What follows belongs to an exercise in optimizing a design on an open flow for small area, a short achievable clock period and few clock cycles per item; a production flow would make more cautious choices.
Only simulation tests tie the RTL to the original design; equivalence was not proved.
No activity file was given, so power comes from the tool's default toggle rates.

## sdram_cache
module sdram_cache (
    input  wire                               ui_clk,
    input  wire                               arst_n,
    input  wire                               calib_done,
    input  wire [28-1:0] sd_addr,
    input  wire                               sd_cs,
    input  wire                               sd_l,
    input  wire                               sd_u,
    input  wire                               sd_we,
    input  wire [15:0]      sd_wr,
    input  wire                               sd_big_r,
    output wire  [15:0]                       sd_rd,     
    output wire  [47:0]                       sd_rd48,   
    output wire                               sd_ready,
    output wire  [28-1:0]  app_addr,
    output wire  [2:0]   app_cmd,
    output wire                               app_en,
    output wire  [16*8-1:0] app_wdf_data,
    output wire                               app_wdf_wren,
    input  wire                               app_rdy,
    input  wire                               app_wdf_rdy,
    input  wire [16*8-1:0] app_rd_data,
    input  wire                               app_rd_data_valid
);
For scale: roughly 5600 cells after synthesis, ~1400 flip-flops, roughly 69000 sq um of cells after synthesis.
Settings: LEC_CHECK=0, CAP_MARGIN=10, CORE_MARGIN=2, CORE_UTILIZATION=50, PLACE_DENSITY=0.65, SETUP_SLACK_MARGIN=4.5, SLEW_MARGIN=10; clock period 10.0 ns.
standard.sh (not shown) runs the stock make flow with config.mk's settings and CLKGATE_MAP_FILE= SYNTH_SCRIPT=/design/flow/synth_recipe.tcl, a recipe that flattens the netlist after the stock synthesis.
==> flow/flow/run.sh <==
#!/bin/bash
# The standard layout (the standard.sh, all ORFS steps unchanged), with two
# options passed to ORFS: every port still gets its own buffer, but a buf_2
# rather than the delay cell buffer_ports picks by default, and clock tree
# synthesis adds no dummy loads.
set -euo pipefail
export BUFFER_PORTS_ARGS="-buffer_cell sky130_fd_sc_hd__buf_2"
export CTS_ARGS="-sink_clustering_enable -repair_clock_nets -dont_use_dummy_load"
bash standard.sh > standard.log 2>&1
Testbench counts at the start, summed over its fixed seeds: cycles 31,195, requests 16,000.
Next try:
- CAP_MARGIN: 10 -> 20
- SLEW_MARGIN: 10 -> 20
Effect: Via count climbs slightly; power grows slightly; global-route usage shrinks by 0.21 points; clock-buffer cell count fell by 1; register-to-register slack degrades by 20 ps; hold slack got worse by 12 ps; non-clock buffer count climbs by 28; core utilization increases by 0.35 points; design area goes up slightly; wire length goes up slightly.

* * *

## run a
sdram_cache again, from the RTL that the note above started with.
==> flow/design.v (excerpt) <==
module sdram_cache (
    input  wire                               ui_clk,
    input  wire                               arst_n,
    input  wire                               calib_done,
    input  wire [28-1:0] sd_addr,
    input  wire                               sd_cs,
    input  wire                               sd_l,
    input  wire                               sd_u,
    input  wire                               sd_we,
    input  wire [15:0]      sd_wr,
    input  wire                               sd_big_r,
    output wire  [15:0]                       sd_rd,     
    output wire  [47:0]                       sd_rd48,   
    output wire                               sd_ready,
    output wire  [28-1:0]  app_addr,
    output wire  [2:0]   app_cmd,
    output wire                               app_en,
    output wire  [16*8-1:0] app_wdf_data,
    output wire                               app_wdf_wren,
    input  wire                               app_rdy,
    input  wire                               app_wdf_rdy,
    input  wire [16*8-1:0] app_rd_data,
    input  wire                               app_rd_data_valid
);
export LEC_CHECK = 0
export CAP_MARGIN = 20
export CORE_MARGIN = 2
export CORE_UTILIZATION = 40
export PLACE_DENSITY = 0.55
export SETUP_SLACK_MARGIN = 5
export SLEW_MARGIN = 20
create_clock -name core_clock -period 10.0 [get_ports {ui_clk}]
Scripts as last shown in full above: flow/flow/run.sh
Testbench counts of run a, summed over its fixed seeds: cycles 31,195, requests 16,000.
The inputs of run b differ from those of run a as listed below.
- SETUP_SLACK_MARGIN changed from 5 to 4.5
- PLACE_DENSITY changed from 0.55 to 0.7
- CORE_UTILIZATION changed from 40 to 55
### Flow results
- Per the final summary, run b finished and its layout is clean on timing, DRC and antenna.
- Of the two values seen for start point of the critical path, selAg[2][7] was produced by run b and selAg[1][1] by run a.
- Lower fraction of the cycle the final worst path needs was reported by run a, not run b.
- Compared to run a, run b has initial antenna violation count 8 lower.
- From run a to run b the numbers moved as follows: area after detailed placement lost about 1.7%; global-route usage picked up an extra 8.2 points.
- Length of routed met3 wiring: run b and run a compared, lower one is run a
- In the tables for run b and run a, fraction of met2 tracks used by global routing reads lower with run a.
- ~same fmax in run b and run a
- Diff run a -> run b | number of placed instances, taps included | down by a little under 10%
- On count of multi-input combinational gates, run b and run a are basically level.

* * *

## rev 12
sdram_cache, a different RTL version from the one above (not shown whole).
For scale: roughly 5600 cells after synthesis, about 1400 flip-flops, about 410 I/O pins, ~69000 um2 of cells after synthesis.
export LEC_CHECK = 0
export CAP_MARGIN = 20
export CORE_MARGIN = 2
export CORE_UTILIZATION = 40
export PLACE_DENSITY = 0.55
export SETUP_SLACK_MARGIN = 4.5
export SLEW_MARGIN = 20
create_clock -name core_clock -period 10.0 [get_ports {ui_clk}]
Scripts as last shown in full above: flow/flow/run.sh
Rev 12: all stages complete, timing, DRC and antenna checks passed
Testbench counts of rev 12, summed over its fixed seeds: cycles 31,795, requests 16,000.
## Diff of input files: rev 13 against rev 12
# rev 12
export LEC_CHECK = 0
export CAP_MARGIN = 20
export CORE_MARGIN = 2
export CORE_UTILIZATION = 40
export PLACE_DENSITY = 0.55
export SETUP_SLACK_MARGIN = 4.5
export SLEW_MARGIN = 20
create_clock -name core_clock -period 10.0 [get_ports {ui_clk}]
# rev 13
export LEC_CHECK = 0
export CAP_MARGIN = 20
export CORE_MARGIN = 2
export CORE_UTILIZATION = 40
export PLACE_DENSITY = 0.55
export SETUP_SLACK_MARGIN = 4
export SLEW_MARGIN = 20
export TNS_END_PERCENT = 30
create_clock -name core_clock -period 10.0 [get_ports {ui_clk}]
[summary]
The slowest cell on the critical path comes out a221o_4 in one run and nand4_1 in the other, namely in rev 12 and rev 13 respectively. Rev 12 → rev 13: design area fell by about 4.5%; final worst setup slack fell by 0.50 ns; TritonCTS buffer count rose by 2.0%. Rev 13 against rev 12: non-clock buffer share of cell area shrank by 1.5 points; routed wire length shrank by about 2.2%; total power shrank by about 5%. Between rev 12 and rev 13, the difference in area taken by flip-flops and latches is negligible.

==> port drivers added, routing unchanged <==
The results above use ideal ports. As a check the final layouts listed here were re-extracted and re-timed, cells and wires unchanged.
Step 1: set_driving_cell puts a clkbuf_16 on ui_clk and a buf_2 on each other input, an assumption about the parent block.
Step 2 times the ports against the registers' clock, not the clock port: input delays grow and output delays shrink by t, the midpoint of the rising clock arrivals with the driver on.
Three values: no drivers, after step 1, after step 2; two values: the first two.
run | t, ns | setup WS [ns] | clock arrival spread, ns | pins driven straight from the clock port
the first run of note 1 | 0.837 | 4.372 / 4.296 / 3.701 | 0.079 / 0.078 | 1
the second run of note 1 | 0.860 | 4.325 / 4.247 / 3.697 | 0.098 / 0.099 | 1
run a | 0.889 | 4.395 / 4.304 / 3.676 | 0.078 / 0.078 | 1
run b | 0.842 | 4.380 / 4.296 / 3.651 | 0.089 / 0.089 | 1
rev 12 | 0.863 | 4.332 / 4.318 / 3.520 | 0.071 / 0.071 | 1
rev 13 | 0.882 | 3.831 / 3.735 / 3.183 | 0.094 / 0.094 | 1
After both steps setup and hold are still met in every run listed. For rev 12, which loses most, drivers alone change the setup slack by -0.014 ns; drivers and shift together by -0.812 ns.
